This is an optimization exercise on Yosys and OpenROAD, whose aim is small area and a short achievable clock period, not a production implementation. RTL that was checked went through simulation tests only; none was proved equivalent to the original. For run 1, only the layout was checked, not whether the RTL still works. Power figures rest on the tool's default switching activity, not on a simulated workload.

## flow/design.v (module list and top-level ports; edited modules follow where they fit)
// module alu_32_adder: 676 lines
// module alu_32_c_aoi21: 3 lines
// module alu_32_c_inv: 3 lines
// module alu_32_c_majn: 3 lines
// module alu_32_c_nand2: 3 lines
// module alu_32_c_nor2: 3 lines
// module alu_32_c_oai21: 3 lines
// module alu_32_c_xnor2: 3 lines
// module alu_32_c_xor2: 3 lines
// module alu_32_x2: 8 lines
// module alu_32_fa: 11 lines
// module alu_32_ha: 10 lines
// module alu_32_bsel: 13 lines
// module alu_32_bmux: 10 lines
// module alu_32_han: 10 lines
// module alu_32: 1501 lines
module alu_32
(
  input  logic              clk,
  input  logic              rst,
  input  logic [2:0]        ALU_OP,
  input  logic [alu_32_pkg::DATA_W-1:0] A,
  input  logic [alu_32_pkg::DATA_W-1:0] B,
  input  logic              C_I,
  output logic [alu_32_pkg::DATA_W-1:0] R,
  output logic              C_O
);
  // ...
==> flow/flow/run.sh <==
#!/bin/bash
# Layout flow: the standard synthesis, then every combinational cell set to the
# smallest drive of its family (the layout's repair steps size up again where
# timing, slew or capacitance need it), then the standard layout steps with
# small port buffers. Each step's full output goes to a log file here.
set -euo pipefail
R=$PWD/orfs/results/$FLOW_PLATFORM/alu_32/base
LIB=$FLOW_HOME/platforms/$FLOW_PLATFORM/lib/sky130_fd_sc_hd__tt_025C_1v80.lib
EXTRA=()
[[ -f flow/extra.txt ]] && mapfile -t EXTRA < <(grep -v '^#' flow/extra.txt | grep .)
bash standard.sh "${EXTRA[@]}" "$R/1_2_yosys.v" > synth.log 2>&1
cp "$R/1_2_yosys.v" yosys_std.v
python3 flow/downsize.py "$LIB" yosys_std.v "$R/1_2_yosys.v" > downsize.log 2>&1
bash standard.sh "${EXTRA[@]}" finish > layout.log 2>&1
==> flow/flow/downsize.py <==
#!/usr/bin/env python3
"""Rewrite a mapped netlist so each combinational cell uses the smallest-area
variant of its cell family (same name without the _N drive suffix, same pins).
Flip-flops are left alone. The layout's repair steps upsize again where timing,
slew or capacitance need it.
usage: downsize.py LIBERTY NETLIST_IN NETLIST_OUT [dont_use ...]"""
import re
import sys

lib, src, dst = sys.argv[1:4]
dont = set(sys.argv[4:])
area = {}
pins = {}
cur = None
for line in open(lib):
    m = re.match(r'\s*cell\s*\(\s*"?([\w]+)"?\s*\)', line)
    if m:
        cur = m.group(1)
        pins[cur] = set()
        continue
    m = re.match(r'\s*area\s*:\s*([\d.]+)', line)
    if m and cur and cur not in area:
        area[cur] = float(m.group(1))
    m = re.match(r'\s*pin\s*\(\s*"?(\w+)"?\s*\)', line)
    if m and cur:
        pins[cur].add(m.group(1))

fam = {}
for c in area:
    m = re.match(r'(sky130_fd_sc_hd__\w+?)_(\d+)$', c)
    if m and c not in dont:
        fam.setdefault(m.group(1), []).append(c)

seq = re.compile(r'sky130_fd_sc_hd__(df|dl|sdf|edf|lpflow|probe|clkdly|dly|tap|fill|decap|conb)')
best = {}
for f, cs in fam.items():
    if seq.match(f):
        continue
    for c in cs:
        cands = [x for x in cs if pins[x] == pins[c]]
        best[c] = min(cands, key=lambda x: (area[x], x))

txt = open(src).read()
count = {}


def sub(m):
    c = m.group(1)
    b = best.get(c, c)
    if b != c:
        count[(c, b)] = count.get((c, b), 0) + 1
    return b + m.group(2)


txt = re.sub(r'\b(sky130_fd_sc_hd__\w+)(\s+[\\\w$.\[\]]+\s*\()', sub, txt)
open(dst, 'w').write(txt)
for (c, b), n in sorted(count.items()):
    print(f"{n:5d} {c} -> {b}")
==> flow/flow/extra.txt <==
# extra ORFS make variables, one per line
BUFFER_PORTS_ARGS=-buffer_cell sky130_fd_sc_hd__buf_2
REMOVE_ABC_BUFFERS=1
==> flow/standard.sh <==
#!/bin/bash
# synth_recipe.tcl (not shown) runs the flow's synth.tcl, then flattens the netlist and writes it again
# the make line also repeats each setting of config.mk as NAME=value (left out here)
make -C /OpenROAD-flow-scripts/flow DESIGN_CONFIG=/design/flow/config.mk WORK_HOME=/design/flow/orfs CLKGATE_MAP_FILE= SYNTH_SCRIPT=/design/flow/synth_recipe.tcl "${@:-finish}"
==> flow/config.mk <==
export PLATFORM = sky130hd
export DESIGN_NAME = alu_32
export DESIGN_NICKNAME = alu_32
export VERILOG_FILES = /design/flow/design.v
export SDC_FILE = /design/flow/constraint.sdc
export NUM_CORES = 4
export LEC_CHECK = 0
export CAP_MARGIN = 20
export CORE_MARGIN = 2
export CORE_UTILIZATION = 40
export SETUP_SLACK_MARGIN = 1.5
export SLEW_MARGIN = 20
export SYNTH_HIERARCHICAL = 1
export SYNTH_MINIMUM_KEEP_SIZE = 0
==> flow/constraint.sdc <==
create_clock -name core_clock -period 11.0 [get_ports {clk}]
set_input_delay 2.2000 -clock core_clock [delete_from_list [all_inputs] [get_ports {clk}]]
set_output_delay 2.2000 -clock core_clock [all_outputs]
set_load 0.01 [all_outputs]
==> impl_metrics.tcl, run 1 <==
set metrics [dict create \
    pg_clk_uw 153 \
    largest_register_ffs 32 \
    fillerInstances 3671 \
    nFlopsAndLatches 33 \
    cts-root-buf "clkbuf_16" \
    comb-power_mw 4.79 \
    whs_endpoint "c_q" \
    status "complete, no violations" \
    buffer_area_share_pct 6.02 \
    setup_viol 0 \
    fin_crit_sh_pct 81.8 \
    syn_area_mm2 0.0146 \
    rsz0062_at_grt "no" \
    syn2layout_area_growth_pct 8.52 \
    setup.worst_path.end "c_q" \
    grt_max_degree 49 \
    core_area_mm2 0.0363 \
    worst_slew_pin_slew_ns 1.03 \
    pg_seq_uw 171 \
    largest_class "multi-input combinational cells" \
    setup.worst_path.class "in2reg" \
    rows 70 \
    worst_setup_path_start_kind "input pin" \
    crit_family "adder cells" \
    ys_warn_count 38 \
    cts.sinks 33 \
    clock_area_share_pct 0.962 \
    drc 0 \
]
==> run 2: changes to the inputs <==
--- a/flow/design.v
+++ b/flow/design.v
@@ -705,16 +705,25 @@
   assign y = ~((a | b) & c);
 endmodule
 module alu_32_c_xnor2 (input logic a, input logic b, output logic y);
   assign y = ~(a ^ b);
 endmodule
 module alu_32_c_xor2 (input logic a, input logic b, output logic y);
   assign y = a ^ b;
 endmodule
+module alu_32_mx
+(
+  input  logic s,
+  input  logic a,
+  input  logic b,
+  output logic y
+);
+  assign y = s ? a : b;
+endmodule
 module alu_32_x2
 (
   input  logic a,
   input  logic b,
   output logic y
 );
   assign y = a ^ b;
 endmodule
@@ -1602,17 +1611,17 @@
   logic fc_208;
   logic fs_209;
   logic fc_209;
   logic hs_29;
   logic hc_29;
   logic [DATA_W-1:0] t1, t2;      
   logic [DATA_W-1:0] sufb;        
   logic              hi_pp;       
-  logic              lo_ovf;
+  logic              c_one, c_zero;
   logic              is_add, is_sub, is_mul, is_slt, inv_b;
   logic              sel_s, sel_p, sel_g, sel_n, sel_slt, sel_c, sel_ovf;
   logic [DATA_W-1:0] x, y, s, pr, gn;
   logic              ci, co, slt;
   logic [DATA_W-1:0] r_d, r_q;
   logic              c_d, c_q;
   assign bone_0 = (B[0] ^ 1'b0);
   assign btwo_0 = ((B[1] & ~B[0] & ~1'b0) | (~B[1] & B[0] & 1'b0));
@@ -2230,17 +2239,16 @@
   always_comb begin
     sufb[DATA_W-1] = B[DATA_W-1];
     for (int k = DATA_W-2; k >= 0; k--) sufb[k] = sufb[k+1] | B[k];
   end
   always_comb begin
     hi_pp = 1'b0;
     for (int i = 1; i < DATA_W; i++) hi_pp = hi_pp | (A[i] & sufb[DATA_W-i]);
   end
-  assign lo_ovf = px_30 ^ co;
   assign is_add  = (ALU_OP == OP_ADD);
   assign is_sub  = (ALU_OP == OP_SUB);
   assign is_mul  = (ALU_OP == OP_MULT);
   assign is_slt  = (ALU_OP == OP_SLT);
   assign inv_b   = is_sub | is_slt;
   assign sel_s   = ~rst & (is_add | is_sub | is_mul);
   assign sel_p   = ~rst & ((ALU_OP == OP_XOR) | (ALU_OP == OP_OR));
   assign sel_g   = ~rst & ((ALU_OP == OP_AND) | (ALU_OP == OP_OR));
@@ -2261,16 +2269,18 @@
     .c_o   (co)
   );
   assign slt = pr[DATA_W-1] ? s[DATA_W-1] : x[DATA_W-1];
   assign r_d = ({DATA_W{sel_s}} & s)
              | ({DATA_W{sel_p}} & pr)
              | ({DATA_W{sel_g}} & ~gn)
              | ({DATA_W{sel_n}} & ~(pr | ~gn))
              | {{(DATA_W-1){1'b0}}, sel_slt & slt};
-  assign c_d = (sel_c & co) | (sel_ovf & (hi_pp | lo_ovf));
+  assign c_one  = sel_c | (sel_ovf & (hi_pp | ~px_30));
+  assign c_zero = sel_ovf & (hi_pp | px_30);
+  alu_32_mx u_cmx (.s(co), .a(c_one), .b(c_zero), .y(c_d));
   always_ff @(posedge clk) begin
     r_q <= r_d;
     c_q <= c_d;
   end
   assign R   = r_q;
   assign C_O = c_q;
 endmodule
==> run 2 against run 1 <==
Critical endpoint is now r_q[0]. Total power down 1.8%. Final cell count up 1.2%. Via count down 1.4%. Critical path depth up 1. Count of clock-buffer cells in the layout up 1. Die area up 0.67%. Largest power group unchanged. Non-clock buffer count down 14. Setup slack better by 0.37 ns. Critical path type unchanged. Sequential share of layout area about the same.
==> impl_metrics.tcl, run 2 <==
set metrics [dict create \
    antenna_found_initial 2 \
    cts.sinks 33 \
    grt_max_degree 50 \
    place_ws_ns 2.15 \
    final_nets 2062 \
    max_freq_ghz 0.116 \
    cts_resized 0 \
    hold_ws_ns 2.31 \
    largest_register "r_q" \
    pwr-share-comb_pct 93.2 \
    place_hpwl_um 38100 \
    final_cell_mix "xnor2_1 (333), a22oi_1 (276), fa_1 (210)" \
    setup_tns_ns 0 \
    grt_overflow 0 \
    gp_congestion 0.948 \
    firstDrtPassIters 7 \
    hold_path_class "in2reg" \
    dr_wl_met2_um 24900 \
    status "complete, no violations" \
    leakage_nw 5.66 \
    cts_hold_repair.buffers 0 \
    num_vias 13698 \
    h-tree-depth 2 \
    worst_setup_path_start_kind "input pin" \
    rows 70 \
    p_seq_share_pct 3.4 \
    post_cts_buffers 0 \
    grt_pass1_wl_um 81000 \
    cts_inserted_buffers 5 \
    fin_area_mm2 0.0158 \
    maxSlewViolCount 0 \
    core_area_mm2 0.0364 \
    min_from "rst" \
    highest_layer "met5" \
    cts_tree "built" \
    setup_ws_ns 2.38 \
    p_sw_mw 2.75 \
    placed_area_mm2 0.0157 \
    hold_viol_final 0 \
    syn_inst 1748 \
    critical_path_arrival_ns 8.80 \
    pin_count 103 \
    drv_cap 0 \
    power_density_mw_per_mm2 317 \
    rsz0062_at_grt "no" \
    ys_warn_count 38 \
    clk_pin_slew_worst_paths_ns 0.06 \
    p_clk_share_pct 3.4 \
    finalWirelength_um 53300 \
    syn_area_mm2 0.0147 \
    drtIter0Drc 1550 \
    cts_buffer_depth 2 \
    start_util_pct 40.4 \
    internal_power_mw 2.27 \
    min_period_ns 8.62 \
    setup_viol 0 \
    p_sw_share_pct 54.8 \
    track_usage_pct 27.4 \
    ant_nets 0 \
    stdcell_count 2222 \
    grt_pass1_vias 13564 \
    whs_endpoint "r_q[0]" \
    viasPerCell 6.16 \
    dp_cells 2213 \
    reg_top3 "r_q (32), c_q (1)" \
    critPathCaptureType "flip-flop" \
    dieArea_mm2 0.0384 \
    slew_headroom_pct 24.1 \
    die_y_um 196 \
    syn_area_per_cell_um2 8.42 \
    wl_per_cell_um 24.0 \
    peakVddDrop_v 0.000350 \
    setup.worst_path.class "in2reg" \
    cts-root-buf "clkbuf_16" \
    crit_fanout 30 \
    drc 0 \
    syn2layout_area_growth_pct 7.55 \
    critPathRequiredTime_ns 11.18 \
    port-buffer-count 102 \
    die_w_um 196 \
    largest_register_ffs 32 \
    final_common_cell "xnor2_1" \
    fin_crit_sh_pct 78.4 \
    met1Wirelength_um 22000 \
    wl_met3_um 4920 \
    worst_slew_pin_slew_ns 1.14 \
    drive_gt1_share_pct 9.18 \
    hold_path_depth 4 \
]
run 2: layer usage:
layer	vias up	track usage (%)
met5	-	0
met4	2	7.80
met3	96	4.81
met2	741	45.7
met1	6831	36.6
li1	6028	-
run 2: critical path, cell delays in order:
cell and delay, ns:
buf_2 0.73, nand2_1 0.11, o21ai_1 0.39, buf_4 0.32
a22oi_1 0.12, xnor2_1 0.20, fa_1 0.52, fa_1 0.43
fa_1 0.46, fa_1 0.39, fa_1 0.50, fa_1 0.41
ha_1 0.30, nor2_1 0.05, a21oi_1 0.25, nand2_1 0.16
o21ai_0 0.32, inv_1 0.07, o21ai_0 0.16, a21oi_1 0.06
o21ai_0 0.07, a21oi_1 0.07, xnor2_1 0.15, nand2b_1 0.15
o211ai_1 0.09, nand2_1 0.07
run 2: cell type report:
| class | instances | area, um^2 |
|---|---|---|
| fill | 3679 | 20600 |
| multi-input combinational | 1541 | 13500 |
| timing repair buffer | 143 | 818 |
| sequential | 33 | 661 |
| tap | 468 | 586 |
| clock buffer | 7 | 143 |
| inverter | 28 | 105 |
| clock inverter | 1 | 30.0 |
| antenna | 1 | 2.50 |
run 2: power groups by stage:
stage | logic, mW | clock network, mW | registers, mW
floorplan | 3.21 | 0 | 0.194
global placement | 4.61 | 0 | 0.173
detailed placement | 4.61 | 0 | 0.174
CTS | 4.65 | 0.176 | 0.171
global route | 5.26 | 0.179 | 0.174
finish | 4.68 | 0.171 | 0.170
run 2: per-stage QoR:
step / util (%) / power, mW
6_report: 43.5 / 5.03
5_1_grt: 43.5 / 5.61
4_1_cts: 43.4 / 5.00
3_5_place_dp: 43.0 / 4.78
3_3_place_gp: 43.0 / 4.78
2_1_floorplan: - / 3.40
run 2: worst max path at each step:
stage / start / to / slack [ns]
2_1_floorplan: B[1] / r_q[0] / 2.15
3_3_place_gp: B[13] / r_q[0] / 2.18
3_5_place_dp: B[3] / r_q[0] / 2.15
4_1_cts: B[3] / r_q[0] / 2.45
5_1_grt: B[3] / r_q[0] / 1.90
6_report: B[13] / r_q[0] / 2.38
==> run 3: changes to the inputs <==
--- a/flow/config.mk
+++ b/flow/config.mk
@@ -8,7 +8,8 @@
 export CAP_MARGIN = 20
 export CORE_MARGIN = 2
 export CORE_UTILIZATION = 40
-export SETUP_SLACK_MARGIN = 1.5
+export SETUP_SLACK_MARGIN = 5
 export SLEW_MARGIN = 20
 export SYNTH_HIERARCHICAL = 1
 export SYNTH_MINIMUM_KEEP_SIZE = 0
+export TNS_END_PERCENT = 0
==> run 3 against run 2 <==
Count of clock-buffer cells in the layout stayed put. Total power is 15% higher. Setup slack better by 1.1 ns. Sequential share of layout area fell by 0.39 points. Non-clock buffer count rose by 65. Synthesized cell count unchanged. Worst hold slack better by 0.0041 ns. Sequential power barely moved. Final cell count is 3.0% higher.
==> impl_metrics.tcl, run 3 <==
set metrics [dict create \
    setup_ws_ns 3.52 \
    die_y_um 196 \
    largest_register "r_q" \
    drtIter0Drc 1721 \
    cts.sinks 33 \
    slew_headroom_pct 37.2 \
    h-tree-depth 2 \
    hold_path_depth 4 \
    grt_pass1_vias 13924 \
    cts_tree "built" \
    drive_gt1_share_pct 19.4 \
    setup_tns_ns 0 \
    final_cell_mix "xnor2_1 (328), a22oi_1 (273), fa_1 (181)" \
    syn_area_per_cell_um2 8.42 \
    ys_warn_count 38 \
    drv_cap 0 \
    syn2layout_area_growth_pct 18.7 \
    final_nets 2128 \
    grt_overflow 0 \
    max_freq_ghz 0.134 \
    critPathCaptureType "flip-flop" \
    place_ws_ns 2.15 \
    clk_pin_slew_worst_paths_ns 0.06 \
    hold_viol_final 0 \
    cts_hold_repair.buffers 0 \
    rsz0062_at_grt "yes" \
    cts_inserted_buffers 5 \
    status "complete, no violations" \
    fin_crit_sh_pct 68.0 \
    viasPerCell 6.26 \
    maxSlewViolCount 0 \
    grt_max_degree 50 \
    min_from "rst" \
    max_stage_delay_ns 0.53 \
    power_density_mw_per_mm2 330 \
    track_usage_pct 28.1 \
    drc 0 \
    cpMostUsedCell "fa_1" \
    cp_num_buf_inv 7 \
    setup_viol 0 \
    ant_nets 0 \
    critical_path_cell_count 25 \
    critical_path_arrival_ns 7.66 \
    grt_pass1_wl_um 83000 \
    port-buffer-count 102 \
    whs_endpoint "r_q[0]" \
    leakage_nw 6.24 \
    wl_per_cell_um 24.6 \
    die_w_um 196 \
    finalWirelength_um 56400 \
    dieArea_mm2 0.0384 \
    num_vias 14326 \
    start_util_pct 40.4 \
    firstDrtPassIters 6 \
    core_area_mm2 0.0364 \
    place_hpwl_um 38100 \
    fillerInstances 3499 \
    largest_register_ffs 32 \
    worst_setup_path_start_kind "input pin" \
    hold_path_class "in2reg" \
    final_common_cell "xnor2_1" \
    rows 70 \
    cts_buffer_depth 2 \
    cpMaxStageDelayCell "fa_1" \
    worst_slew_pin_slew_ns 0.943 \
    gp_congestion 0.948 \
    reg_top3 "r_q (32), c_q (1)" \
    crit_fanout 8 \
    pin_count 103 \
    cts-root-buf "clkbuf_16" \
    min_period_ns 7.48 \
    crit_family "adder cells" \
    peakVddDrop_v 0.000433 \
    critPathRequiredTime_ns 11.17 \
    antenna_found_initial 2 \
    syn_inst 1748 \
    setup.worst_path.class "in2reg" \
    syn_area_mm2 0.0147 \
]
==> run 3: power breakdown <==
part	leakage, nW	internal, mW	total (mW)	switching [mW]
Sequential	0.274	0.162	0.170	0.00872
Clock	0.0841	0.113	0.169	0.0562
Combinational	5.89	2.44	5.43	2.99
==> run 3: worst max path at each step <==
stage / start / endpoint / slack (ns)
finish: B[9] / c_q / 3.52
global route: B[9] / r_q[28] / 3.35
CTS: B[9] / r_q[0] / 3.51
detailed placement: B[3] / r_q[0] / 2.15
global placement: B[13] / r_q[0] / 2.18
floorplan: B[1] / r_q[0] / 2.15
==> run 3: timing repair <==
item                                    in CTS  in global routing
gates resized for setup                    120                140
setup buffers                               33                 23
pin swaps                                   16                 82
endpoints found under the setup margin      27                 25
cloned                                       3                  7
==> run 3: layout make-up <==
class | instances | area [um^2] | share of cell area [%]
clock inverter | 1 | 30.0 | 0.172
multi-input combinational | 1542 | 14200 | 81.2
tap | 468 | 586 | 3.35
timing repair buffer | 208 | 1750 | 10.0
inverter | 28 | 109 | 0.623
antenna | 1 | 2.50 | 0.0143
clock buffer | 7 | 143 | 0.816
sequential | 33 | 661 | 3.78
==> run 3: tightest hold or removal path, stage by stage <==
cell and delay (ns):
buf_2 0.15, nor4b_1 0.07, o211ai_1 0.08, nand2_1 0.05
==> run 3: layer usage <==
metal  global-route usage, %  share of wire (%)  up-vias
met2                    45.9                 46      912
met3                    4.95                 10      161
met4                    10.7                4.3        2
met5                       0              0.021        -
met1                    37.4                 39     7081
li1                        -                  -     6170
==> run 3: through the flow <==
| stage | total power [mW] | hold WS (ns) | cells | instance area (um^2) | utilization (%) |
|---|---|---|---|---|---|
| after floorplan | 3.40 | 2.40 | 1602 | 14200 | - |
| final | 5.77 | 2.32 | 2288 | 17500 | 48.0 |
| after global placement | 4.78 | 2.59 | 2213 | 15700 | 43.0 |
| after CTS | 5.12 | 2.30 | 2257 | 16700 | 45.7 |
| after detailed placement | 4.78 | 2.59 | 2213 | 15700 | 43.0 |
| after global routing | 6.40 | 2.34 | 2288 | 17500 | 48.0 |
==> run 4: changes to the inputs <==
--- a/flow/config.mk
+++ b/flow/config.mk
@@ -8,7 +8,7 @@
 export CAP_MARGIN = 20
 export CORE_MARGIN = 2
 export CORE_UTILIZATION = 40
-export SETUP_SLACK_MARGIN = 5
+export SETUP_SLACK_MARGIN = 3.5
 export SLEW_MARGIN = 20
 export SYNTH_HIERARCHICAL = 1
 export SYNTH_MINIMUM_KEEP_SIZE = 0
==> run 4 against run 3 <==
Die area unchanged. Total power up 0.23%. Sequential power about the same. Critical endpoint unchanged. Largest cell class unchanged. Largest power group unchanged.
==> impl_metrics.tcl, run 4 <==
set metrics [dict create \
    syn_area_per_cell_um2 8.42 \
    min_from "rst" \
    hold_path_depth 4 \
    cts-root-buf "clkbuf_16" \
    cts_buffer_depth 2 \
    num_vias 14408 \
    placed_area_mm2 0.0157 \
    min_period_ns 7.48 \
    antenna_found_initial 2 \
    max_freq_ghz 0.134 \
    viasPerCell 6.22 \
    largest_register "r_q" \
    place_ws_ns 2.15 \
    cts_hold_repair.buffers 0 \
    power_density_mw_per_mm2 322 \
    setup_ws_ns 3.52 \
    hold_viol_final 0 \
    core_area_mm2 0.0364 \
    drtIter0Drc 1892 \
    worst_slew_pin_slew_ns 0.873 \
    finalCoreUtilization_pct 49.3 \
    drc 0 \
    final_nets 2157 \
    slew_headroom_pct 41.8 \
    crit_fanout 8 \
    finalWirelength_um 57400 \
    cts_tree "built" \
    multi_input_area_mm2 0.0143 \
    syn2layout_area_growth_pct 22.0 \
    final_common_cell "xnor2_1" \
    critPathLaunch "B[9]" \
    grt_pass1_wl_um 83000 \
    critPathCaptureType "flip-flop" \
    critPathRequiredTime_ns 11.18 \
    status "complete, no violations" \
    wl_per_cell_um 24.8 \
    drive_gt1_share_pct 21.9 \
    peakVddDrop_v 0.000403 \
    port-buffer-count 102 \
    seq_area_um2 661 \
    setup.worst_path.class "in2reg" \
    reg_top3 "r_q (32), c_q (1)" \
    ant_nets 0 \
    rows 70 \
    grt_overflow 0 \
    die_y_um 196 \
    worst_setup_path_start_kind "input pin" \
    largest_register_ffs 32 \
    cts_inserted_buffers 5 \
    gp_congestion 0.948 \
    leakage_nw 6.47 \
    clk_pin_slew_worst_paths_ns 0.06 \
    grt_pass1_vias 13921 \
    fin_area_mm2 0.0180 \
    antennaDiodeCount 0 \
    cts.sinks 33 \
    syn_inst 1748 \
    setup_tns_ns 0 \
    firstDrtPassIters 5 \
    rsz0062_at_grt "yes" \
    final_cell_mix "xnor2_1 (324), a22oi_1 (264), fa_1 (178)" \
    fin_crit_sh_pct 68.0 \
    fillerInstances 3443 \
    drv_cap 0 \
    power.total_mw 5.78 \
    syn_area_mm2 0.0147 \
    start_util_pct 40.4 \
    h-tree-depth 2 \
    dieArea_mm2 0.0384 \
    track_usage_pct 28.1 \
    ys_warn_count 38 \
    maxSlewViolCount 0 \
    die_w_um 196 \
    hold_path_class "in2reg" \
    critical_path_arrival_ns 7.66 \
    setup_viol 0 \
    pin_count 103 \
    grt_max_degree 50 \
    place_hpwl_um 38100 \
]
-- run 4: cell type report --
cell class | instances | area share, %
Multi-Input combinational cell | 1542 | 79.7
Clock buffer | 7 | 0.794
Sequential cell | 33 | 3.68
Tap cell | 468 | 3.26
Inverter | 28 | 0.606
Timing Repair Buffer | 237 | 11.8
Clock inverter | 1 | 0.167
-- run 4: timing repair --
item	4_1_cts	5_1_grt
hold endpoints to repair	0	0
resized for setup	117	194
pin swaps	16	98
setup buffers	33	50
setup endpoints to repair	19	15
cloned	3	9
-- run 4: critical path: stages --
cell and delay [ns]:
buf_16 0.13, buf_12 0.14, nor2_2 0.08, nand2_1 0.10, o21ai_4 0.13, buf_6 0.17
buf_12 0.11, a22oi_1 0.07, xnor2_1 0.33, fa_1 0.49, fa_2 0.36, fa_1 0.44
fa_1 0.39, fa_1 0.51, fa_1 0.41, ha_1 0.32, nor2_2 0.16, a21oi_4 0.06
nor2_4 0.17, nor2_2 0.06, a21oi_1 0.14, o21ai_1 0.09, a21oi_1 0.17, o21ai_2 0.09
mux2_1 0.31
-- run 4: power by group --
part           internal, mW  total (mW)  switching (mW)  leakage [nW]
Clock                 0.113       0.171          0.0576        0.0841
Combinational          2.45        5.44            2.99          6.11
Sequential            0.162       0.171         0.00890         0.274
-- run 4: worst paths after layout --
kind / endpoint / slack [ns]
max: c_q / 3.52
min: r_q[0] / 2.31
-- run 4: routing by layer --
metal / part of all wire (%) / wire length [um] / vias to the layer above / global-route usage, %
li1: - / - / 6223 / -
met1: 39 / 22400 / 7099 / 37.4
met4: 4.3 / 2450 / 4 / 10.7
met3: 10 / 6020 / 154 / 4.93
met2: 46 / 26500 / 928 / 45.9
met5: 0.099 / 57 / - / 0
-- run 4: stage by stage --
step / cells / hold slack, ns
2_1_floorplan: 1602 / 2.40
3_3_place_gp: 2213 / 2.59
3_5_place_dp: 2213 / 2.59
4_1_cts: 2257 / 2.30
5_1_grt: 2316 / 2.34
6_report: 2316 / 2.31
==> run 5: changes to the inputs <==
--- a/flow/config.mk
+++ b/flow/config.mk
@@ -8,7 +8,7 @@
 export CAP_MARGIN = 20
 export CORE_MARGIN = 2
 export CORE_UTILIZATION = 40
-export SETUP_SLACK_MARGIN = 3.5
+export SETUP_SLACK_MARGIN = 2.5
 export SLEW_MARGIN = 20
 export SYNTH_HIERARCHICAL = 1
 export SYNTH_MINIMUM_KEEP_SIZE = 0
==> run 5 against run 4 <==
Still clean on timing, DRC and antenna. Wire length fell by 6.8%. Core utilization fell by 5.4 points. Global-route usage decreased by 0.72 points. Sequential share of layout area increased by 0.45 points. Combinational power is 14% lower. Non-clock buffer count fell by 92. Critical path depth down 4. Design area decreased by 11%. Sequential cell count unchanged. Clock power about the same.
==> impl_metrics.tcl, run 5 <==
set metrics [dict create \
    grt_overflow 0 \
    largest_register "r_q" \
    firstDrtPassIters 8 \
    clk_pin_slew_worst_paths_ns 0.06 \
    hold_viol_final 0 \
    p_sw_mw 2.75 \
    worst_slew_pin_slew_ns 0.946 \
    maxSlewViolCount 0 \
    worst_setup_path_start_kind "input pin" \
    power.total_mw 5.03 \
    cts-root-buf "clkbuf_16" \
    setup.worst_path.class "in2reg" \
    grt_max_degree 50 \
    die_w_um 196 \
    syn_area_per_cell_um2 8.42 \
    viasPerCell 6.20 \
    final_nets 2065 \
    antenna_found_initial 2 \
    crit_fanout 21 \
    cts_inserted_buffers 5 \
    rows 70 \
    p_seq_share_pct 3.4 \
    track_usage_pct 27.4 \
    pin_count 103 \
    syn_area_mm2 0.0147 \
    grt_pass1_vias 13564 \
    internal_power_mw 2.28 \
    hold_path_class "in2reg" \
    pwr-share-comb_pct 93.2 \
    p_clk_share_pct 3.4 \
    cts_tree "built" \
    ys_warn_count 38 \
    cts_hold_repair.buffers 0 \
    grt_pass1_wl_um 81000 \
    drc 0 \
    drive_gt1_share_pct 9.68 \
    core_area_mm2 0.0364 \
    setup_tns_ns 0 \
    fin_crit_sh_pct 74.8 \
    power_density_mw_per_mm2 315 \
    critPathCaptureType "flip-flop" \
    start_util_pct 40.4 \
    reg_top3 "r_q (32), c_q (1)" \
    setup_ws_ns 2.77 \
    finalCoreUtilization_pct 43.9 \
    syn_inst 1748 \
    wl_per_cell_um 24.0 \
    gp_congestion 0.948 \
    drtIter0Drc 1588 \
    slew_headroom_pct 36.9 \
    critical_path_arrival_ns 8.41 \
    dieArea_mm2 0.0384 \
    leakage_nw 5.71 \
    syn2layout_area_growth_pct 8.60 \
    largest_register_ffs 32 \
    drv_cap 0 \
    setup_viol 0 \
    die_y_um 196 \
    h-tree-depth 2 \
    min_period_ns 8.23 \
    finalWirelength_um 53500 \
    max_freq_ghz 0.121 \
    status "complete, no violations" \
    critPathRequiredTime_ns 11.17 \
    rsz0062_at_grt "yes" \
    cts_buffer_depth 2 \
    ant_nets 0 \
    final_common_cell "xnor2_1" \
    p_sw_share_pct 54.6 \
    port-buffer-count 102 \
    place_hpwl_um 38100 \
    final_cell_mix "xnor2_1 (333), a22oi_1 (276), fa_1 (210)" \
    num_vias 13794 \
    cts.sinks 33 \
    peakVddDrop_v 0.000348 \
    fillerInstances 3664 \
    place_ws_ns 2.15 \
]
==> run 5: per-stage QoR <==
stage	hold slack (ns)	cell area [um^2]	cells
global route	2.34	16000	2225
detailed placement	2.59	15700	2213
floorplan	2.40	14200	1602
finish	2.31	16000	2225
CTS	2.30	15800	2221
global placement	2.59	15700	2213
==> run 5: final cells by class <==
type	instances	area, um^2	share of cell area (%)
inverters	28	105	0.657
diodes	1	2.50	0.0157
multi-input cells	1542	13600	85.0
clock buffers	7	143	0.892
well taps	468	586	3.66
repair buffers	145	876	5.48
flip-flops and latches	33	661	4.13
clock inverters	1	30.0	0.188
==> run 5: repair_timing <==
item	in CTS	in global routing
cloned	0	1
buffers inserted	0	2
setup endpoints to repair	2	11
gates resized for setup	2	29
endpoints found under the hold margin	0	0
pin swaps	0	2
==> run 5: worst paths after layout <==
check / slack (ns) / cells past startpoint / from / endpoint
worst max-delay path: 2.77 / 21 / B[21] / c_q
worst min-delay path: 2.31 / 4 / rst / r_q[0]
==> run 5: layer usage <==
| layer | wire (um) | up-vias | track usage [%] |
|---|---|---|---|
| li1 | - | 6032 | - |
| met1 | 22100 | 6862 | 36.6 |
| met2 | 24900 | 792 | 45.7 |
| met3 | 4860 | 106 | 4.81 |
| met4 | 1670 | 2 | 7.80 |
| met5 | 12 | - | 0 |
==> run 5: power by group through the flow <==
stage	Sequential (mW)	Clock, mW	Combinational, mW
after floorplan	0.194	0	3.21
after global placement	0.173	0	4.61
after detailed placement	0.174	0	4.61
after CTS	0.171	0.176	4.65
after global routing	0.174	0.179	5.27
final	0.170	0.170	4.69
==> run 5: critical path, cell delays in order <==
cell and delay (ns):
buf_2 0.51, nand2_1 0.11, o21ai_1 0.65, a22oi_1 0.18
xnor2_1 0.21, fa_1 0.50, fa_1 0.47, fa_1 0.45
fa_1 0.41, fa_1 0.51, fa_1 0.41, ha_1 0.32
nor2_1 0.05, a21oi_1 0.26, nor2_1 0.12, nor2_1 0.16
nand2_1 0.08, nor2_1 0.14, nand2_1 0.06, o21ai_0 0.24
mux2_1 0.35
==> run 6: changes to the inputs <==
--- a/flow/config.mk
+++ b/flow/config.mk
@@ -7,8 +7,9 @@
 export LEC_CHECK = 0
 export CAP_MARGIN = 20
 export CORE_MARGIN = 2
-export CORE_UTILIZATION = 40
-export SETUP_SLACK_MARGIN = 2.5
+export CORE_UTILIZATION = 60
+export PLACE_DENSITY = 0.7
+export SETUP_SLACK_MARGIN = 3
 export SLEW_MARGIN = 20
 export SYNTH_HIERARCHICAL = 1
 export SYNTH_MINIMUM_KEEP_SIZE = 0
==> run 6 against run 5 <==
Largest cell class unchanged. Clock power about the same. Critical endpoint is now r_q[0]. Worst hold slack better by 0.021 ns. Maximum frequency increased by 5.2%. Sequential share of layout area down 0.11 points. Still clean on timing, DRC and antenna. Non-clock buffer count grew 26. Count of clock-buffer cells in the layout unchanged. Highest routed layer unchanged. Total power increased by 1.0%. Via count up 3.3%. Design area up 2.9%.
==> impl_metrics.tcl, run 6 <==
set metrics [dict create \
    max_freq_ghz 0.128 \
    hold_ws_ns 2.33 \
    finalWirelength_um 53500 \
    crit_fanout 15 \
    critPathRequiredTime_ns 11.17 \
    die_y_um 161 \
    cts-root-buf "clkbuf_16" \
    syn_area_mm2 0.0147 \
    num_vias 14251 \
    reg_top3 "r_q (32), c_q (1)" \
    worst_setup_path_start_kind "input pin" \
    cts_buffer_depth 2 \
    internal_power_mw 2.32 \
    largest_register_ffs 32 \
    p_sw_share_pct 54.4 \
    drc 0 \
    firstDrtPassIters 6 \
    cts.sinks 33 \
    dieArea_mm2 0.0258 \
    ant_nets 0 \
    syn_inst 1748 \
    place_hpwl_um 36000 \
    max_stage_delay_ns 0.54 \
    p_seq_share_pct 3.4 \
    pwr-share-comb_pct 93.3 \
    setup_viol 0 \
    port-buffer-count 102 \
    pin_count 103 \
    clk_pin_slew_worst_paths_ns 0.06 \
    drive_gt1_share_pct 12.6 \
    cts_inserted_buffers 5 \
    hold_viol_final 0 \
    status "complete, no violations" \
    drtIter0Drc 2096 \
    cp_num_buf_inv 4 \
    rsz0062_at_grt "yes" \
    h-tree-depth 2 \
    final_common_cell "xnor2_1" \
    power.total_mw 5.08 \
    worst_slew_pin_slew_ns 0.960 \
    grt_pass1_wl_um 80300 \
    hold_path_depth 4 \
    leakage_nw 5.97 \
    place_ws_ns 1.89 \
    critical_path_arrival_ns 8.00 \
    drv_cap 0 \
    rows 57 \
    grt_max_degree 51 \
    setup_ws_ns 3.18 \
    cpMostUsedCell "fa_1" \
    largest_register "r_q" \
    hold_path_class "in2reg" \
    core_area_mm2 0.0242 \
    power_density_mw_per_mm2 309 \
    min_period_ns 7.82 \
    stdcell_count 2106 \
    cpMaxStageDelayCell "fa_1" \
    dp_cells 2070 \
    peakVddDrop_v 0.000366 \
    grt_overflow 0 \
    placed_area_mm2 0.0155 \
    start_util_pct 60.9 \
    fin_area_mm2 0.0164 \
    p_clk_share_pct 3.4 \
    setup.worst_path.class "in2reg" \
    fin_crit_sh_pct 71.1 \
    viasPerCell 6.77 \
    p_sw_mw 2.77 \
    slew_headroom_pct 36.0 \
    die_w_um 161 \
    final_nets 2091 \
    syn_area_per_cell_um2 8.42 \
    final_cell_mix "xnor2_1 (331), a22oi_1 (276), fa_1 (209)" \
    cts_tree "built" \
    antenna_found_initial 1 \
    gp_congestion 0.996 \
    wl_per_cell_um 25.4 \
    track_usage_pct 40.3 \
    syn2layout_area_growth_pct 11.7 \
    whs_endpoint "r_q[0]" \
    crit_family "adder cells" \
    antennaDiodeCount 0 \
    ys_warn_count 38 \
    grt_pass1_vias 14148 \
    finalCoreUtilization_pct 68.0 \
    min_from "ALU_OP[1]" \
    maxSlewViolCount 0 \
    critPathCaptureType "flip-flop" \
    setup_tns_ns 0 \
]
==> run 6: what timing repair did <==
| action | in CTS | in global routing |
|---|---|---|
| gates resized for setup | 41 | 67 |
| pin swaps | 2 | 13 |
| hold buffers | 0 | 0 |
| setup endpoints to repair | 17 | 14 |
| setup buffers | 3 | 17 |
| cloned | 0 | 8 |
==> run 6: area by class of cell <==
cell class / instances / area [um^2]
Clock buffer: 7 / 143
Fill cell: 1991 / 7730
Tap cell: 324 / 405
Timing Repair Buffer: 171 / 1340
Sequential cell: 33 / 661
Inverter: 28 / 105
Clock inverter: 1 / 30.0
Multi-Input combinational cell: 1542 / 13800
==> run 6: worst max path at each step <==
stage | from | endpoint | cells past startpoint
floorplan | B[1] | r_q[0] | 24
global placement | B[1] | r_q[0] | 25
detailed placement | B[1] | r_q[0] | 25
CTS | B[7] | r_q[0] | 27
global route | B[9] | r_q[0] | 26
finish | B[7] | r_q[0] | 25
==> run 6: power by group through the flow <==
stage          Clock, mW  Combinational (mW)  Sequential [mW]
3_5_place_dp           0                4.50            0.174
5_1_grt            0.176                5.35            0.174
2_1_floorplan          0                3.21            0.194
4_1_cts            0.172                4.56            0.172
6_report           0.171                4.74            0.171
3_3_place_gp           0                4.37            0.173
==> run 6: tightest hold or removal path, cell delays in order <==
cell,delay [ns]
buf_2,0.16
nor4b_1,0.07
o211ai_1,0.08
nand2_1,0.05
==> run 6: metal layers <==
metal	wire length, um	track usage, %
met4	2740	18.2
met2	24500	64.9
met1	19400	51.7
met3	6890	9.68
met5	10	0
==> run 7: changes to the inputs <==
--- a/flow/config.mk
+++ b/flow/config.mk
@@ -7,8 +7,7 @@
 export LEC_CHECK = 0
 export CAP_MARGIN = 20
 export CORE_MARGIN = 2
-export CORE_UTILIZATION = 60
-export PLACE_DENSITY = 0.7
+export CORE_UTILIZATION = 40
 export SETUP_SLACK_MARGIN = 3
 export SLEW_MARGIN = 20
 export SYNTH_HIERARCHICAL = 1
==> run 7 against run 6 <==
Sequential cell count did not move. First-iteration DRC count fell by 26%. Combinational power rose by 1%. Maximum frequency rose by 1.0%. Design area fell by 0.39%. Largest cell class unchanged.
==> impl_metrics.tcl, run 7 <==
set metrics [dict create \
    power_density_mw_per_mm2 313 \
    pin_count 103 \
    setup_ws_ns 3.25 \
    fin_area_mm2 0.0164 \
    h-tree-depth 2 \
    gp_congestion 0.948 \
    final_cell_mix "xnor2_1 (332), a22oi_1 (276), fa_1 (210)" \
    syn2layout_area_growth_pct 11.3 \
    die_w_um 196 \
    critPathCaptureType "flip-flop" \
    min_period_ns 7.75 \
    worst_slew_pin_slew_ns 0.945 \
    start_util_pct 40.4 \
    viasPerCell 6.21 \
    cpMostUsedCell "fa_1" \
    setup.worst_path.class "in2reg" \
    placed_area_mm2 0.0157 \
    worst_setup_path_start_kind "input pin" \
    clk_pin_slew_worst_paths_ns 0.06 \
    grt_overflow 0 \
    largest_register "r_q" \
    place_ws_ns 2.15 \
    antenna_found_initial 2 \
    largest_register_ffs 32 \
    leakage_nw 5.86 \
    fin_crit_sh_pct 70.4 \
    port-buffer-count 102 \
    hold_ws_ns 2.31 \
    cts-root-buf "clkbuf_16" \
    reg_top3 "r_q (32), c_q (1)" \
    syn_area_mm2 0.0147 \
    crit_path_cell_trace "clkbuf_4 -> xor2_2 -> a22oi_1 -> xnor2_1 -> fa_1 -> fa_1 -> fa_1 -> fa_1 -> fa_1 -> fa_1 -> ha_1 -> nor2_1 -> a21oi_2 -> nor2_1 -> nor2_1 -> a21oi_1 -> o21ai_0 -> a21oi_1 -> o21ai_0 -> mux2_1" \
    maxSlewViolCount 0 \
    setup_tns_ns 0 \
    slew_headroom_pct 37.0 \
    cts_tree "built" \
    grt_pass1_vias 13637 \
    final_common_cell "xnor2_1" \
    ys_warn_count 38 \
    drive_gt1_share_pct 12.1 \
    cts_inserted_buffers 5 \
    num_vias 13920 \
    rsz0062_at_grt "yes" \
    firstDrtPassIters 7 \
    cts_hold_repair.buffers 0 \
    stdcell_count 2240 \
    grt_pass1_wl_um 81600 \
    grt_max_degree 50 \
    setup_viol 0 \
    hold_viol_final 0 \
    final_nets 2080 \
    critPathRequiredTime_ns 11.18 \
    drc 0 \
    max_freq_ghz 0.129 \
    syn_inst 1748 \
    status "complete, no violations" \
    cts_buffer_depth 2 \
    core_area_mm2 0.0364 \
    cts.sinks 33 \
    ant_nets 0 \
    drtIter0Drc 1552 \
    finalWirelength_um 54100 \
    rows 70 \
    crit_fanout 21 \
    critical_path_arrival_ns 7.92 \
    dp_cells 2213 \
    cpMaxStageDelayCell "fa_1" \
    track_usage_pct 27.6 \
    hold_path_class "in2reg" \
    drv_cap 0 \
    dieArea_mm2 0.0384 \
    max_stage_delay_ns 0.51 \
    syn_area_per_cell_um2 8.42 \
    die_y_um 196 \
    peakVddDrop_v 0.000365 \
    wl_per_cell_um 24.2 \
    place_hpwl_um 38100 \
]
## run 7: cell type report
cell class / instances / area [um^2]
Multi-Input combinational cell: 1542 / 13700
Tap cell: 468 / 586
Sequential cell: 33 / 661
Fill cell: 3630 / 20100
Clock inverter: 1 / 30.0
Inverter: 28 / 105
Timing Repair Buffer: 160 / 1110
Antenna cell: 1 / 2.50
Clock buffer: 7 / 143
## run 7: worst paths after layout
| check | endpoint | depth (start not counted) | from | slack [ns] |
|---|---|---|---|---|
| max | c_q | 20 | B[21] | 3.25 |
| min | r_q[0] | 4 | rst | 2.31 |
## run 7: worst max-delay path, delay by kind of cell
kind,cells,cell delay (ns)
compound gates,6,0.80
xor+xnor,2,0.71
fa+ha+maj,7,3.04
buf+inv,1,0.38
mux,1,0.33
simple gates,3,0.46
## run 7: per-layer routing
| metal | routed length (um) | vias up | track usage (%) |
|---|---|---|---|
| met5 | 12 | - | 0 |
| met4 | 1770 | 2 | 8.36 |
| met3 | 5410 | 121 | 4.68 |
| met2 | 25100 | 847 | 45.7 |
| met1 | 21800 | 6886 | 37.0 |
| li1 | - | 6064 | - |
## run 7: report_power, final
group          internal, mW  switching, mW
sequential            0.162        0.00869
clock                 0.113         0.0574
combinational          2.04           2.74
total                  2.32           2.81
## run 7: stage by stage
step,power [mW],util [%]
after floorplan,3.40,-
after global placement,4.78,43.0
after detailed placement,4.78,43.0
after global routing,5.69,45.0
after CTS,5.01,44.0
final,5.13,45.0
## run 7: timing repair
item                                    in CTS  in global routing
pin swaps                                    3                  9
cloned                                       1                  1
setup buffers                                5                 11
endpoints found under the setup margin      15                 15
gates resized for setup                     30                 65
==> run 8: changes to the inputs <==
--- a/flow/config.mk
+++ b/flow/config.mk
@@ -8,7 +8,7 @@
 export CAP_MARGIN = 20
 export CORE_MARGIN = 2
 export CORE_UTILIZATION = 40
-export SETUP_SLACK_MARGIN = 3
+export SETUP_SLACK_MARGIN = 3.25
 export SLEW_MARGIN = 20
 export SYNTH_HIERARCHICAL = 1
 export SYNTH_MINIMUM_KEEP_SIZE = 0
==> run 8 against run 7 <==
Still clean on timing, DRC and antenna. Synthesized area unchanged. Critical path depth increased by 5. Final cell count grew 0.94%. Synthesized cell count unchanged. Sequential share of layout area shrank 0.12 points. Wire length rose by 1.6%. Global-route usage rose by 0.10 points. Count of clock-buffer cells in the layout unchanged. Design area up 3.0%. Clock power about the same. Worst hold slack got worse by 0.0036 ns. Sequential cell count unchanged.
==> impl_metrics.tcl, run 8 <==
set metrics [dict create \
    final_common_cell "xnor2_1" \
    peakVddDrop_v 0.000363 \
    setup_viol 0 \
    setup_tns_ns 0 \
    grt_pass1_wl_um 81800 \
    power_density_mw_per_mm2 310 \
    syn_area_per_cell_um2 8.42 \
    port-buffer-count 102 \
    cpMaxStageDelayCell "fa_1" \
    start_util_pct 40.4 \
    firstDrtPassIters 6 \
    grt_overflow 0 \
    multi_input_area_mm2 0.0139 \
    viasPerCell 6.21 \
    syn_area_mm2 0.0147 \
    syn_inst 1748 \
    status "complete, no violations" \
    finalWirelength_um 54900 \
    critPathCaptureType "flip-flop" \
    cts_inserted_buffers 5 \
    leakage_nw 6.03 \
    critPathRequiredTime_ns 11.18 \
    maxSlewViolCount 0 \
    grt_max_degree 50 \
    slew_headroom_pct 36.0 \
    min_from "rst" \
    dieArea_mm2 0.0384 \
    crit_fanout 12 \
    cts-root-buf "clkbuf_16" \
    largest_register "r_q" \
    drive_gt1_share_pct 15.1 \
    cts.sinks 33 \
    cts_tree "built" \
    grt_pass1_vias 13783 \
    wl_per_cell_um 24.3 \
    track_usage_pct 27.7 \
    die_w_um 196 \
    drv_cap 0 \
    hold_path_class "in2reg" \
    h-tree-depth 2 \
    ant_nets 0 \
    final_cell_mix "xnor2_1 (330), a22oi_1 (276), fa_1 (199)" \
    cp_num_buf_inv 4 \
    final_nets 2101 \
    hold_ws_ns 2.31 \
    clk_pin_slew_worst_paths_ns 0.06 \
    fillerInstances 3586 \
    syn2layout_area_growth_pct 14.6 \
    pin_count 103 \
    die_y_um 196 \
    largest_register_ffs 32 \
    max_stage_delay_ns 0.57 \
    gp_congestion 0.948 \
    reg_top3 "r_q (32), c_q (1)" \
    hold_path_depth 4 \
    cpMostUsedCell "fa_1" \
    place_hpwl_um 38100 \
    seq_area_um2 661 \
    finalCoreUtilization_pct 46.3 \
    setup.worst_path.class "in2reg" \
    num_vias 14041 \
    core_area_mm2 0.0364 \
    drtIter0Drc 1802 \
    ys_warn_count 38 \
    cts_buffer_depth 2 \
    rows 70 \
    fin_crit_sh_pct 69.0 \
    rsz0062_at_grt "yes" \
    min_period_ns 7.59 \
    max_freq_ghz 0.132 \
    drc 0 \
    crit_family "adder cells" \
    hold_viol_final 0 \
    whs_endpoint "r_q[0]" \
    antenna_found_initial 2 \
    critical_path_arrival_ns 7.76 \
    worst_setup_path_start_kind "input pin" \
    worst_slew_pin_slew_ns 0.960 \
]
==> run 8: final cells by class <==
cell class | count | share of cell area [%]
antenna | 1 | 0.0148
sequential | 33 | 3.92
timing repair buffer | 181 | 8.38
inverter | 28 | 0.623
tap | 468 | 3.47
clock buffer | 7 | 0.845
clock inverter | 1 | 0.178
multi-input combinational | 1542 | 82.6
==> run 8: metal layers <==
metal	track usage [%]	vias to the layer above	wire, um
met3	5.14	124	5360
met2	45.8	822	25400
met5	0	-	12
met4	8.89	2	1890
met1	36.8	6983	22300
li1	-	6110	-
==> run 8: power breakdown <==
| group | leakage (nW) | internal [mW] | switching (mW) | total, mW |
|---|---|---|---|---|
| Sequential | 0.274 | 0.162 | 0.00847 | 0.170 |
| Combinational | 5.68 | 2.10 | 2.79 | 4.89 |
| Clock | 0.0841 | 0.113 | 0.0576 | 0.171 |
==> run 8: worst max path at each step <==
stage,startpoint,to,slack (ns),cells past startpoint
floorplan,B[1],r_q[0],2.15,24
CTS,B[13],r_q[0],3.25,26
finish,B[9],r_q[0],3.41,25
global route,B[9],r_q[0],3.20,27
detailed placement,B[3],r_q[0],2.15,26
global placement,B[13],r_q[0],2.18,26
==> run 8: tightest hold or removal path: cells and delay by family <==
family	cells	cell delay, ns
simple gates	2	0.12
buf+inv	1	0.15
compound gates	1	0.08
==> run 8: repair_timing <==
item,in CTS,in global routing
setup buffers,13,20
gates cloned,1,5
hold endpoints to repair,0,0
pin swaps,10,26
endpoints found under the setup margin,17,13
hold buffers,0,0
gates resized for setup,57,113
==> run 8: through the flow <==
stage	area [um^2]	setup WS (ns)	std cells	total power, mW
floorplan	14200	2.15	1602	3.40
detailed placement	15700	2.15	2213	4.78
CTS	16200	3.25	2235	5.03
finish	16900	3.41	2261	5.23
global placement	15700	2.18	2213	4.78
global route	16900	3.20	2261	5.82
==> run 9: changes to the inputs <==
==> flow/flow/extra.txt (replaced) <==
# extra ORFS make variables, one per line
BUFFER_PORTS_ARGS=-buffer_cell sky130_fd_sc_hd__buf_1
REMOVE_ABC_BUFFERS=1
--- a/flow/config.mk
+++ b/flow/config.mk
@@ -8,7 +8,7 @@
 export CAP_MARGIN = 20
 export CORE_MARGIN = 2
 export CORE_UTILIZATION = 40
-export SETUP_SLACK_MARGIN = 3.25
+export SETUP_SLACK_MARGIN = 3
 export SLEW_MARGIN = 20
 export SYNTH_HIERARCHICAL = 1
 export SYNTH_MINIMUM_KEEP_SIZE = 0
==> run 9 against run 8 <==
Largest cell class unchanged. Final cell count is 1.0% higher. Sequential cell count stayed put. Clock power hardly changed. Core utilization is 0.52 points lower. Design area is 1.1% lower. Global-route usage is 0.60 points higher. Still clean. Maximum frequency is 2.3% lower. Die area stayed put.
==> impl_metrics.tcl, run 9 <==
set metrics [dict create \
    status "complete, no violations" \
    final_cell_mix "xnor2_1 (333), a22oi_1 (276), fa_1 (202)" \
    drv_cap 0 \
    fin_area_mm2 0.0167 \
    critical_path_arrival_ns 7.94 \
    die_y_um 196 \
    gp_congestion 0.948 \
    stdcell_count 2284 \
    max_freq_ghz 0.129 \
    fillerInstances 3560 \
    drtIter0Drc 1813 \
    leakage_nw 5.85 \
    slew_headroom_pct 43.3 \
    largest_register "r_q" \
    hold_path_class "in2reg" \
    crit_fanout 11 \
    reg_top3 "r_q (32), c_q (1)" \
    worst_slew_pin_slew_ns 0.850 \
    cpMostUsedCell "fa_1" \
    ys_warn_count 38 \
    syn_area_per_cell_um2 8.42 \
    p_sw_share_pct 54.6 \
    critPathRequiredTime_ns 11.18 \
    dieArea_mm2 0.0384 \
    wl_per_cell_um 24.3 \
    drc 0 \
    finalCoreUtilization_pct 45.8 \
    maxSlewViolCount 0 \
    max_stage_delay_ns 0.51 \
    dp_cells 2236 \
    setup_ws_ns 3.24 \
    track_usage_pct 28.3 \
    setup_tns_ns 0 \
    cpMaxStageDelayCell "fa_1" \
    grt_pass1_wl_um 83700 \
    syn_inst 1748 \
    power_density_mw_per_mm2 304 \
    cts_inserted_buffers 5 \
    min_period_ns 7.76 \
    cts_tree "built" \
    h-tree-depth 2 \
    pin_count 103 \
    antenna_found_initial 1 \
    clk_pin_slew_worst_paths_ns 0.06 \
    fin_crit_sh_pct 70.6 \
    rsz0062_at_grt "no" \
    ant_nets 0 \
    hold_ws_ns 2.43 \
    final_common_cell "xnor2_1" \
    cts-root-buf "clkbuf_16" \
    place_hpwl_um 38500 \
    setup.worst_path.class "in2reg" \
    internal_power_mw 2.30 \
    placed_area_mm2 0.0157 \
    hold_viol_final 0 \
    die_w_um 196 \
    setup_viol 0 \
    grt_pass1_vias 14064 \
    viasPerCell 6.11 \
    syn2layout_area_growth_pct 13.3 \
    firstDrtPassIters 6 \
    rows 70 \
    start_util_pct 40.4 \
    drive_gt1_share_pct 10.7 \
    power.total_mw 5.07 \
    cts_hold_repair.buffers 0 \
    syn_area_mm2 0.0147 \
    cts_buffer_depth 2 \
    grt_max_degree 56 \
    final_nets 2124 \
    critPathCaptureType "flip-flop" \
    p_seq_share_pct 3.4 \
    p_sw_mw 2.77 \
    grt_overflow 0 \
    pwr-share-comb_pct 93.3 \
    worst_setup_path_start_kind "input pin" \
    finalWirelength_um 55400 \
    num_vias 13964 \
    place_ws_ns 2.19 \
    port-buffer-count 102 \
    largest_register_ffs 32 \
    cts.sinks 33 \
    peakVddDrop_v 0.000415 \
    p_clk_share_pct 3.4 \
    core_area_mm2 0.0364 \
]
## run 9: layer usage
layer / vias up / part of all wire [%] / global-route usage (%)
met5: - / 0 / 0
met4: 0 / 4.0 / 12.1
met3: 136 / 9.5 / 4.54
met2: 833 / 46 / 45.7
met1: 6839 / 40 / 37.7
li1: 6156 / - / -
## run 9: layout make-up
| type | instances | area [um^2] | area share, % |
|---|---|---|---|
| multi-input cells | 1542 | 13800 | 82.5 |
| repair buffers | 204 | 1390 | 8.35 |
| flip-flops and latches | 33 | 661 | 3.96 |
| well taps | 468 | 586 | 3.51 |
| clock buffers | 7 | 143 | 0.855 |
| inverters | 28 | 105 | 0.630 |
| clock inverters | 1 | 30.0 | 0.180 |
| diodes | 1 | 2.50 | 0.0150 |
## run 9: what timing repair did
item,in CTS,in global routing
setup buffers,18,16
cloned,2,3
pin swaps,4,12
resized for setup,40,82
setup endpoints to repair,11,13
## run 9: final timing paths
kind  from      to  slack (ns)  depth (start not counted)
max   B[9]  r_q[0]        3.24                         28
min    rst  r_q[0]        2.43                          4
## run 9: power groups by stage
stage	registers, mW	logic [mW]	clock network, mW
final	0.172	4.73	0.170
after global routing	0.175	5.34	0.179
after floorplan	0.194	3.21	0
after CTS	0.172	4.61	0.177
after detailed placement	0.175	4.55	0
after global placement	0.174	4.53	0
## run 9: worst max-delay path, delay by kind of cell
family	cells	cell delay [ns]
buffers and inverters	6	0.86
AOI/OAI and AO/OA	8	1.13
adders and majority gates	6	2.43
and+or+nand+nor	6	0.98
xor gates and xnor gates	2	0.34

## afterwards: timing with drivers on the ports
The flow's constraints put no driver on any port. The routed layouts listed below were extracted and timed again, unchanged, in two steps.
Step 1, drivers: a clkbuf_16 drives clk and a buf_2 each remaining input, both assumed.
Step 2 times the ports against the registers' clock, not the clock port: input delays grow and output delays shrink by t, the midpoint of the rising clock arrivals with the driver on.
Slacks: no drivers / after step 1 / after step 2; pairs: no drivers / after step 1.
run	t, ns	slack for setup (ns)	latest minus earliest clock arrival (ns)
run 1	0.340	2.007 / 2.021 / 1.681	0.017 / 0.017
run 2	0.321	2.378 / 2.309 / 1.988	0.013 / 0.013
run 3	0.321	3.517 / 3.399 / 3.079	0.013 / 0.013
run 4	0.322	3.516 / 3.412 / 3.091	0.013 / 0.013
run 5	0.321	2.769 / 2.785 / 2.465	0.013 / 0.013
run 6	0.330	3.176 / 3.187 / 2.857	0.006 / 0.006
run 7	0.322	3.255 / 3.243 / 2.922	0.014 / 0.013
run 8	0.321	3.414 / 3.275 / 2.955	0.013 / 0.013
run 9	0.329	3.236 / 3.237 / 2.909	0.009 / 0.009
After both steps every run listed still meets setup and hold. The setup slack of run 8, which loses most, moves by -0.139 ns with the drivers and by -0.459 ns with both steps.
